From an optimization exercise on the open Yosys and OpenROAD flow, aimed at small area and a short achievable clock period; shortcuts taken in it are not production practice. Only simulation tests tie the RTL to the original design; equivalence was not proved. Power figures rest on the tool's default switching activity, not on a simulated workload.

Design sharedMemSys, start of the top module:
module sharedMemSys (
  input  logic                           clk,
  input  logic                           rst,
  input  logic [memArbPkg::nMasters-1:0] cmdValid,
  input  logic [memArbPkg::nMasters-1:0] cmdWrite,
  input  logic [memArbPkg::nMasters*memArbPkg::addrW-1:0] cmdAddr,   
  input  logic [memArbPkg::nMasters*memArbPkg::dataW-1:0] cmdData,   
  output logic [memArbPkg::nMasters-1:0] cmdFull,
  output logic [memArbPkg::nMasters-1:0] rdValid,
  output memArbPkg::data_t               rdData,
  output memArbPkg::grant_t              gnt
);
For scale: about 4500 cells after synthesis, about 1500 flip-flops, ~56000 µm² of cells after synthesis.
export LEC_CHECK = 0
export CAP_MARGIN = 20
export CORE_MARGIN = 2
export CORE_UTILIZATION = 60
export CTS_CLUSTER_DIAMETER = 70
export CTS_CLUSTER_SIZE = 30
export SETUP_SLACK_MARGIN = 2.0
export SLEW_MARGIN = 20
export SYNTH_HIERARCHICAL = 1
export TNS_END_PERCENT = 50
create_clock -name core_clock -period 4.0 [get_ports {clk}]
standard.sh (not shown) runs the stock make flow with config.mk's settings and CLKGATE_MAP_FILE= SYNTH_SCRIPT=/design/flow/synth_recipe.tcl, a recipe that flattens the netlist after the stock synthesis.
==> flow/flow/run.sh <==
#!/bin/bash
# standard layout, with port buffers of a plain buffer cell instead of the
# delay-type buffer buffer_ports picks on its own, and timing repair free to
# change a cell's drive strength (not only within its footprint)
set -euo pipefail
bash standard.sh "BUFFER_PORTS_ARGS=-buffer_cell sky130_fd_sc_hd__buf_2" MATCH_CELL_FOOTPRINT=0 finish > make_finish.log 2>&1
Edit:
==> flow/flow/run.sh (replaced) <==
#!/bin/bash
# standard layout, with port buffers of a plain buffer cell instead of the
# delay-type buffer buffer_ports picks on its own
set -euo pipefail
bash standard.sh "BUFFER_PORTS_ARGS=-buffer_cell sky130_fd_sc_hd__buf_2" finish > make_finish.log 2>&1
SETUP_SLACK_MARGIN = 1.9   (was 2.0)
TNS_END_PERCENT = 10   (was 50)
Outcome:
- synthesized area does not change
- final cell count is lower by 0.98%
- power is lower by 1.8%
- global-route usage is lower by 0.31 points
- register-to-register slack degrades by 0.12 ns
- combinational power is lower by 7.8%
- clock skew is about the same
Edit:
==> flow/flow/run.sh (replaced) <==
#!/bin/bash
# standard layout, with port buffers of a plain buffer cell instead of the
# delay-type buffer buffer_ports picks on its own, and timing repair free to
# change a cell's drive strength (not only within its footprint)
set -euo pipefail
bash standard.sh "BUFFER_PORTS_ARGS=-buffer_cell sky130_fd_sc_hd__buf_2" MATCH_CELL_FOOTPRINT=0 finish > make_finish.log 2>&1
SETUP_SLACK_MARGIN = 2.1   (was 1.9)
TNS_END_PERCENT = 100   (was 10)
Result: Clock skew is about the same; worst setup slack is better by 0.11 ns; design area climbs by a few percent; non-clock buffer count increases by 78; area after synthesis is unchanged; sequential power is about the same; via count came out higher slightly.
Edit:
SETUP_SLACK_MARGIN = 2.25   (was 2.1)
The new run produced a clean layout.
Wire length is higher by 3.6%.
Total power is higher by about 2%.
Clock skew is about the same.
Worst setup slack gets worse by 0.033 ns.
Global-route usage is higher by 1.4 points.
Maximum frequency is lower by about 1.6%.
Via count is higher by 2.1%.
Final area is higher by about 0.9%.
Clock-buffer cell count is lower by 4.
Clock power is higher by 3.4%.


Starting RTL as in the previous note.
==> flow/config.mk <==
export PLATFORM = sky130hd
export DESIGN_NAME = sharedMemSys
export DESIGN_NICKNAME = sharedMemSys
export VERILOG_FILES = /design/flow/design.v
export SDC_FILE = /design/flow/constraint.sdc
export NUM_CORES = 4
export LEC_CHECK = 0
export CAP_MARGIN = 20
export CORE_MARGIN = 2
export CORE_UTILIZATION = 60
export CTS_CLUSTER_DIAMETER = 70
export CTS_CLUSTER_SIZE = 30
export SETUP_SLACK_MARGIN = 2.0
export SLEW_MARGIN = 20
export SYNTH_HIERARCHICAL = 1
export TNS_END_PERCENT = 40
==> flow/constraint.sdc <==
create_clock -name core_clock -period 4.0 [get_ports {clk}]
set_input_delay 0.8000 -clock core_clock [delete_from_list [all_inputs] [get_ports {clk}]]
set_output_delay 0.8000 -clock core_clock [all_outputs]
set_load 0.01 [all_outputs]
==> flow/flow/run.sh <==
#!/bin/bash
# standard layout, with port buffers of a plain buffer cell instead of the
# delay-type buffer buffer_ports picks on its own, and timing repair free to
# change a cell's drive strength (not only within its footprint)
set -euo pipefail
bash standard.sh "BUFFER_PORTS_ARGS=-buffer_cell sky130_fd_sc_hd__buf_2" MATCH_CELL_FOOTPRINT=0 finish > make_finish.log 2>&1
Rerun with:
SETUP_SLACK_MARGIN = 1.95   (was 2.0)
TNS_END_PERCENT = 30   (was 40)
The new run went through all stages and came out clean.
Routed wire length went down by 1.4%.
Global-route usage went down by 0.17 points.
Area after synthesis stays the same.
Fmax came out lower by 4.3%.
Rerun with:
CORE_UTILIZATION = 64   (was 60)
=> The new run went through all stages and came out clean; count of clock-buffer cells in the layout went up by 7; total power came out lower by about 0.8%; sequential power is about the same; first-iteration DRC count went up by about 8%; worst setup slack got worse by 0.0090 ns; design area barely changes; via count goes up by about 1%; fmax went down by about 0.4%; flip-flop and latch count stays the same; worst hold slack improves by 0.060 ns.
Rerun with:
SETUP_SLACK_MARGIN = 2.05   (was 1.95)
TNS_END_PERCENT = 50   (was 30)
After rerunning: Routed wire length rises by about 5.4%; critical path depth is higher by 6; core utilization rose by 2.2 points.


sharedMemSys again, from the RTL that the note above started with.
export LEC_CHECK = 0
export CAP_MARGIN = 20
export CORE_MARGIN = 2
export CORE_UTILIZATION = 64
export CTS_CLUSTER_DIAMETER = 70
export CTS_CLUSTER_SIZE = 30
export SETUP_SLACK_MARGIN = 2.0
export SLEW_MARGIN = 20
export SYNTH_HIERARCHICAL = 1
export TNS_END_PERCENT = 50
create_clock -name core_clock -period 4.0 [get_ports {clk}]
Scripts as last shown in full above: flow/flow/run.sh
The starting point finished clean.
Next try:
--- a/flow/config.mk
+++ b/flow/config.mk
@@ -10 +10 @@
-export CORE_UTILIZATION = 64
+export CORE_UTILIZATION = 62
@@ -13 +13 @@
-export SETUP_SLACK_MARGIN = 2.0
+export SETUP_SLACK_MARGIN = 1.95
@@ -16 +16 @@
-export TNS_END_PERCENT = 50
+export TNS_END_PERCENT = 20
Effect: Via count decreases by 1.5%; clock-buffer cell count decreases by 11; synthesized cell count stays the same; hold slack got worse by 0.057 ns; setup slack got worse by 0.15 ns; design area decreases by 1.4%; global-route usage decreases by 1.5 points; final cell count barely changes; sequential share of layout area increases by 0.76 points; non-clock buffer count decreases by 27; wire length decreases by 2.5%.


R:
sharedMemSys, a different RTL version from the one above (not shown whole).
Size: ~4500 cells after synthesis, roughly 1500 flip-flops, roughly 130 I/O pins, about 54000 um2 of cells after synthesis.
Settings: LEC_CHECK=0, CAP_MARGIN=20, CORE_MARGIN=2, CORE_UTILIZATION=70, CTS_CLUSTER_DIAMETER=70, CTS_CLUSTER_SIZE=30, SETUP_SLACK_MARGIN=1.9, SLEW_MARGIN=20, SYNTH_HIERARCHICAL=1, TNS_END_PERCENT=10; clock period 4.0 ns.
==> flow/flow/run.sh <==
#!/bin/bash
# standard layout, with port buffers of a plain buffer cell instead of the
# delay-type buffer buffer_ports picks on its own
set -euo pipefail
bash standard.sh "BUFFER_PORTS_ARGS=-buffer_cell sky130_fd_sc_hd__buf_2" finish > make_finish.log 2>&1
Input changes introduced in Q (baseline for comparison: R):
Settings: CORE_UTILIZATION: 70 -> 60.
==> run notes <==
- Q: final cell count 2.9% above R
- Note that the floorplan core area recorded for R amounts to 0.858 times the value seen in Q.
- Met1 capacity usage during global routing delta for Q relative to R: 7.8 points lower
- Measured against each other, R and Q differ in relative slew slack, the higher figure coming from Q.
- Total track usage (higher): R
- Looking at power after layout, Q sits 2.5% higher than R does.
- [compare] base=R new=Q: share of final-layout standard cells stronger than drive strength 1 has increased; largest stage delay on the critical path has decreased.
- Across both runs, horizontal die dimension was higher for Q than for R.
- In the flow results for R and Q, the combinational power is larger on Q.
- For the critical path depth, Q came in 1 higher than R did.


Setup of the baseline:
sharedMemSys, a different RTL version from the one above (not shown whole).
For scale: roughly 4500 cells after synthesis, roughly 1500 flip-flops, roughly 130 I/O pins, ~54000 um^2 of cells after synthesis.
## sharedMemSys
module sharedMemSys (
  input  logic                           clk,
  input  logic                           rst,
  input  logic [memArbPkg::nMasters-1:0] cmdValid,
  input  logic [memArbPkg::nMasters-1:0] cmdWrite,
  input  logic [memArbPkg::nMasters*memArbPkg::addrW-1:0] cmdAddr,   
  input  logic [memArbPkg::nMasters*memArbPkg::dataW-1:0] cmdData,   
  output logic [memArbPkg::nMasters-1:0] cmdFull,
  output logic [memArbPkg::nMasters-1:0] rdValid,
  output memArbPkg::data_t               rdData,
  output memArbPkg::grant_t              gnt
);
export LEC_CHECK = 0
export CAP_MARGIN = 20
export CORE_MARGIN = 2
export CORE_UTILIZATION = 50
export CTS_CLUSTER_DIAMETER = 60
export CTS_CLUSTER_SIZE = 24
export SETUP_SLACK_MARGIN = 1.9
export SLEW_MARGIN = 20
export SYNTH_HIERARCHICAL = 1
export TNS_END_PERCENT = 10
create_clock -name core_clock -period 4.0 [get_ports {clk}]
Scripts as last shown in full above: flow/flow/run.sh
The baseline did not stop at any stage, and its layout met the timing, DRC and antenna checks.
> inputs changed (the baseline -> the candidate)
# the baseline
export LEC_CHECK = 0
export CAP_MARGIN = 20
export CORE_MARGIN = 2
export CORE_UTILIZATION = 50
export CTS_CLUSTER_DIAMETER = 60
export CTS_CLUSTER_SIZE = 24
export SETUP_SLACK_MARGIN = 1.9
export SLEW_MARGIN = 20
export SYNTH_HIERARCHICAL = 1
export TNS_END_PERCENT = 10
create_clock -name core_clock -period 4.0 [get_ports {clk}]
# the candidate
export LEC_CHECK = 0
export CAP_MARGIN = 20
export CORE_MARGIN = 2
export CORE_UTILIZATION = 60
export CTS_CLUSTER_DIAMETER = 70
export CTS_CLUSTER_SIZE = 30
export SETUP_SLACK_MARGIN = 1.9
export SLEW_MARGIN = 20
export SYNTH_HIERARCHICAL = 1
export TNS_END_PERCENT = 10
create_clock -name core_clock -period 4.0 [get_ports {clk}]
The candidate | stages: all done | timing, DRC, antenna: all pass. From the baseline to the candidate the numbers moved as follows: count of non-CTS buffers in the layout now sits higher, overall power dropped 3200 uW, largest driver fanout on the critical path went up, utilization +8.7 points.

static timing again, ports no longer ideal:
The results above use ideal ports. As a check the final layouts listed here were re-extracted and re-timed, cells and wires unchanged.
Step 1 (the two cells are an assumption about what drives the block):
set clk [get_ports {clk}]
set_driving_cell -lib_cell sky130_fd_sc_hd__clkbuf_16 $clk
set_driving_cell -lib_cell sky130_fd_sc_hd__buf_2 [delete_from_list [all_inputs] $clk]
Step 2 adds t to the input delays and takes it off the output delays; t is the mean of the earliest and latest rising clock arrival at the registers after step 1. Input paths then give back, and output paths get back, about the clock's delay inside the block.
Slacks: no drivers / after step 1 / after step 2; pairs: no drivers / after step 1.
run | t (ns) | slack for setup (ns) | pins driven straight from the clock port
the first run of note 1 | 0.748 | 1.903 / 1.844 / 1.671 | 1
the second run of note 1 | 0.747 | 1.778 / 1.778 / 1.553 | 1
the third run of note 1 | 0.749 | 1.891 / 1.831 / 1.557 | 1
the fourth run of note 1 | 0.750 | 1.857 / 1.857 / 1.474 | 1
the first run of note 2 | 0.750 | 1.918 / 1.840 / 1.641 | 1
the second run of note 2 | 0.747 | 1.825 / 1.787 / 1.583 | 1
the third run of note 2 | 0.734 | 1.816 / 1.741 / 1.567 | 1
the fourth run of note 2 | 0.726 | 1.847 / 1.814 / 1.532 | 1
the first run of note 3 | 0.736 | 1.908 / 1.834 / 1.596 | 1
the second run of note 3 | 0.746 | 1.758 / 1.758 / 1.599 | 1
R | 0.756 | 1.723 / 1.723 / 1.538 | 1
Q | 0.721 | 1.797 / 1.797 / 1.589 | 1
the baseline | 0.788 | 1.830 / 1.779 / 1.601 | 1
the candidate | 0.726 | 1.805 / 1.742 / 1.568 | 1
After both steps setup and hold are still met in every run listed. The setup slack of the fourth run of note 1, which loses most, moves by 0.000 ns with the drivers and by -0.383 ns with both steps.
